From an optimization exercise on the open Yosys and OpenROAD flow, aimed at small area and a short achievable clock period; shortcuts taken in it are not production practice. The RTL was checked by simulation tests, not by an equivalence proof against the original design. No activity file was given, so power comes from the tool's default toggle rates.

==> flow/design.v <==
package legv8_pkg;
    typedef logic [64-1:0] word_t;
    typedef logic [31:0]        instr_t;
    typedef logic [3:0]         nzcv_t;   
    typedef enum logic [1:0] {
        ALU_OP_ADDR = 2'b00,
        ALU_OP_PASS = 2'b01,
        ALU_OP_FUNC = 2'b10
    } alu_op_t;
    typedef enum logic [1:0] {
        WB_ALU  = 2'b00,
        WB_MEM  = 2'b01,
        WB_PC4  = 2'b10
    } mem_to_reg_t;
    typedef enum logic [2:0] {
        BR_NONE     = 3'b000,
        BR_ALWAYS   = 3'b001,
        BR_COND     = 3'b010,
        BR_ZERO     = 3'b011,
        BR_NOT_ZERO = 3'b100,
        BR_REG      = 3'b101   
    } branch_op_t;
    typedef enum logic [3:0] {
        ALU_ADD    = 4'h0,
        ALU_SUB    = 4'h1,
        ALU_AND    = 4'h2,
        ALU_ORR    = 4'h3,
        ALU_EOR    = 4'h4,
        ALU_PASS_B = 4'h5
    } alu_func_t;
endpackage
`timescale 1ns/1ps
module legv8_core (
    input  logic              clk,
    input  logic              rst_n,
    output legv8_pkg::word_t  pc,
    input  legv8_pkg::instr_t instr,
    output legv8_pkg::word_t  mem_addr,
    output legv8_pkg::word_t  mem_wdata,
    output logic              mem_read,
    output logic              mem_write,
    input  legv8_pkg::word_t  mem_rdata
);
    logic        is_r, is_i, is_ld, is_st, is_cb, is_b, is_bl, is_bcond, is_br;
    logic        set_flags;
    always_comb begin
        is_r = 1'b0; is_i = 1'b0; is_ld = 1'b0; is_st = 1'b0; is_cb = 1'b0;
        is_b = 1'b0; is_bl = 1'b0; is_bcond = 1'b0; is_br = 1'b0;
        casez (instr[31:21])
            11'b10001011000, 11'b10101011000, 11'b11001011000, 11'b11101011000, 11'b10001010000, 11'b11101010000, 11'b10101010000, 11'b11001010000: is_r = 1'b1;
            11'b1001000100?, 11'b1011000100?, 11'b1101000100?, 11'b1111000100?, 11'b1001001000?, 11'b1111001000?, 11'b1011001000?, 11'b1101001000?: is_i = 1'b1;
            11'b11111000010, 11'b00111000010, 11'b01111000010, 11'b10111000100: is_ld = 1'b1;
            11'b11111000000, 11'b00111000000, 11'b01111000000, 11'b10111000000: is_st = 1'b1;
            11'b10110100???, 11'b10110101???: is_cb = 1'b1;
            11'b000101?????: is_b = 1'b1;
            11'b100101?????: is_bl = 1'b1;
            11'b01010100???: is_bcond = 1'b1;
            11'b11010110000: is_br = 1'b1;
            default: ;
        endcase
    end
    assign set_flags = (is_r | is_i) & instr[29] & (instr[24] | instr[30]);
    assign mem_read  = is_ld;
    assign mem_write = is_st;
    logic [4:0]  ra2;
    logic [4:0]  wa;
    logic        wen;
    logic [63:0] wdata;
    logic [63:0] rd1, rd2;
    logic [30:0][63:0] q;
    logic [30:0] wsel;
    assign ra2 = instr[28] ? instr[4:0] : instr[20:16];
    assign wa  = is_bl ? 5'd30 : instr[4:0];
    assign wen = rst_n & (is_r | is_i | is_ld | is_bl);
    logic [31:0][63:0] qz;
    always_comb begin
        for (int i = 0; i < 31; i++) wsel[i] = wen & (wa == 5'(i));
    end
    assign qz  = {64'd0, q};
    assign rd1 = qz[instr[9:5]];
    assign rd2 = qz[ra2];
    for (genvar i = 0; i < 31; i++) begin : g_reg
        always_ff @(posedge clk) begin
            if (wsel[i]) q[i] <= wdata;
        end
    end
    pfx_add #(.W(64)) u_agu (
        .a(rd1), .b({{55{instr[20]}}, instr[20:12]}), .cin(1'b0), .sum(mem_addr), .cout()
    );
    assign mem_wdata = rd2;
    logic [63:0] b, bop, lres, res;
    logic [64:0] sum;
    logic        sub, ovf;
    assign b    = instr[28] ? {52'b0, instr[21:10]} : rd2;
    assign sub  = instr[30];
    assign bop  = sub ? ~b : b;
    pfx_add #(.W(64)) u_add (.a(rd1), .b(bop), .cin(sub), .sum(sum[63:0]), .cout(sum[64]));
    assign ovf  = (rd1[63] == bop[63]) && (sum[63] != rd1[63]);
    always_comb begin
        case (instr[30:29])
            2'b01:   lres = rd1 | b;
            2'b10:   lres = rd1 ^ b;
            default: lres = rd1 & b;
        endcase
    end
    assign res = instr[24] ? sum[63:0] : lres;
    logic [63:0] pc4, boff, btgt, next_pc;
    logic [3:0]  nzcv;
    logic        n, z, c, v, cond_true, rt_zero, taken;
    assign {n, z, c, v} = nzcv;
    assign pc4  = pc + 64'd4;
    assign boff = ~(instr[30] | instr[29]) ? {{36{instr[25]}}, instr[25:0], 2'b00}
                            : {{43{instr[23]}}, instr[23:5], 2'b00};
    assign btgt = pc + boff;
    always_comb begin
        case (instr[3:1])
            3'd0: cond_true = z;
            3'd1: cond_true = c;
            3'd2: cond_true = n;
            3'd3: cond_true = v;
            3'd4: cond_true = c & ~z;
            3'd5: cond_true = (n == v);
            3'd6: cond_true = ~z & (n == v);
            default: cond_true = 1'b0;
        endcase
        cond_true = cond_true ^ instr[0];
        if (instr[3:1] == 3'd7) cond_true = 1'b1;
    end
    assign rt_zero = (rd2 == 64'd0);
    assign taken   = is_b | is_bl | (is_bcond & cond_true) | (is_cb & (rt_zero ^ instr[24]));
    assign next_pc = is_br ? rd1 : (taken ? btgt : pc4);
    always_comb begin
        if (is_ld)      wdata = mem_rdata;
        else if (is_bl) wdata = pc4;
        else            wdata = res;
    end
    always_ff @(posedge clk) begin
        if (!rst_n) begin
            pc   <= 64'h0;
            nzcv <= '0;
        end else begin
            pc <= next_pc;
            if (set_flags)
                nzcv <= {res[63], res == 64'd0, instr[24] & sum[64], instr[24] & ovf};
            else if (is_cb)
                nzcv <= {rd2[63], rt_zero, 2'b00};
        end
    end
endmodule
module pfx_add #(parameter int W = 64) (
    input  logic [W-1:0] a,
    input  logic [W-1:0] b,
    input  logic         cin,
    output logic [W-1:0] sum,
    output logic         cout
);
    localparam int L = (W > 32) ? 6 : (W > 16) ? 5 : (W > 8) ? 4 : (W > 4) ? 3 : (W > 2) ? 2 : 1;
    logic [W-1:0] p, g;
    logic [W-1:0] gg [0:L];
    logic [W-1:0] pp [0:L];
    assign p = a ^ b;
    assign g = a & b;
    assign gg[0] = {g[W-1:1], g[0] | (p[0] & cin)};
    assign pp[0] = p;
    for (genvar l = 0; l < L; l++) begin : g_lvl
        for (genvar i = 0; i < W; i++) begin : g_bit
            if ((i >> l) % 2 == 1) begin : g_op
                localparam int J = ((i >> l) << l) - 1;
                assign gg[l+1][i] = gg[l][i] | (pp[l][i] & gg[l][J]);
                assign pp[l+1][i] = pp[l][i] & pp[l][J];
            end else begin : g_pass
                assign gg[l+1][i] = gg[l][i];
                assign pp[l+1][i] = pp[l][i];
            end
        end
    end
    assign sum  = p ^ {gg[L][W-2:0], cin};
    assign cout = gg[L][W-1];
endmodule
make LEC_CHECK=0 CAP_MARGIN=20 CORE_MARGIN=2 CORE_UTILIZATION=40 SETUP_SLACK_MARGIN=1.5 SLEW_MARGIN=20 finish   # period 14.0 ns
run.sh (not shown) runs the stock make flow with config.mk's settings and CLKGATE_MAP_FILE= SYNTH_SCRIPT=/design/flow/synth_recipe.tcl, a recipe that flattens the netlist after the stock synthesis.
The baseline completed without violations.
Next try:
- SETUP_SLACK_MARGIN: 1.5 -> 5
- TNS_END_PERCENT: default -> 5
Outcome: Design area is higher by 3.8%; worst hold slack gets better by 0.0083 ns; worst setup slack improved by 1.4 ns; power went up by about 1.2%; via count is higher by 3.0%; clock power went down by about 3%; first-iteration DRC count climbs by 14%; critical path depth came out higher by 4.
Next try:
- SETUP_SLACK_MARGIN: 5 -> 4
- TNS_END_PERCENT: 5 -> default
Result: Final area climbs by 0.88%; sequential share of layout area drops by 0.40 points; sequential power is about the same; hold slack gains 0.052 ns; utilization climbs by 0.42 points; critical path depth does not change; fmax climbs by 2.8%; power climbs by 1.5%; wire length climbs by 1.2%.

[re-timing with driven ports]
Ports are ideal in the flow. The routed layouts listed here were re-timed in OpenROAD.
Step 1 sets driving cells, clkbuf_16 on the clock port and buf_2 on the other inputs (assumed; they add their load-dependent delay and slew).
Step 2 moves the port delays by t, midway between the first and last clock arrival at a register: inputs arrive t later, outputs are due t later. That takes back most of the time a late clock gives input paths.
a / b / c = ideal / step 1 / step 2; a / b = the first two.
run | shift t [ns] | setup WS [ns] | clock arrival spread, ns | worst register clock-pin slew, ns | worst slew at a driven data input, ns
the first run | 0.984 | 1.635 / 1.521 / 0.970 | 0.074 / 0.075 | 0.07 / 0.07 | 0.36
the second run | 0.969 | 3.006 / 2.683 / 1.907 | 0.059 / 0.058 | 0.07 / 0.07 | 0.36
the third run | 1.008 | 3.303 / 2.872 / 2.772 | 0.089 / 0.089 | 0.08 / 0.08 | 0.54
After both steps setup and hold are still met in every run listed. The setup slack of the second run, which loses most, moves by -0.323 ns with the drivers and by -1.099 ns with both steps.
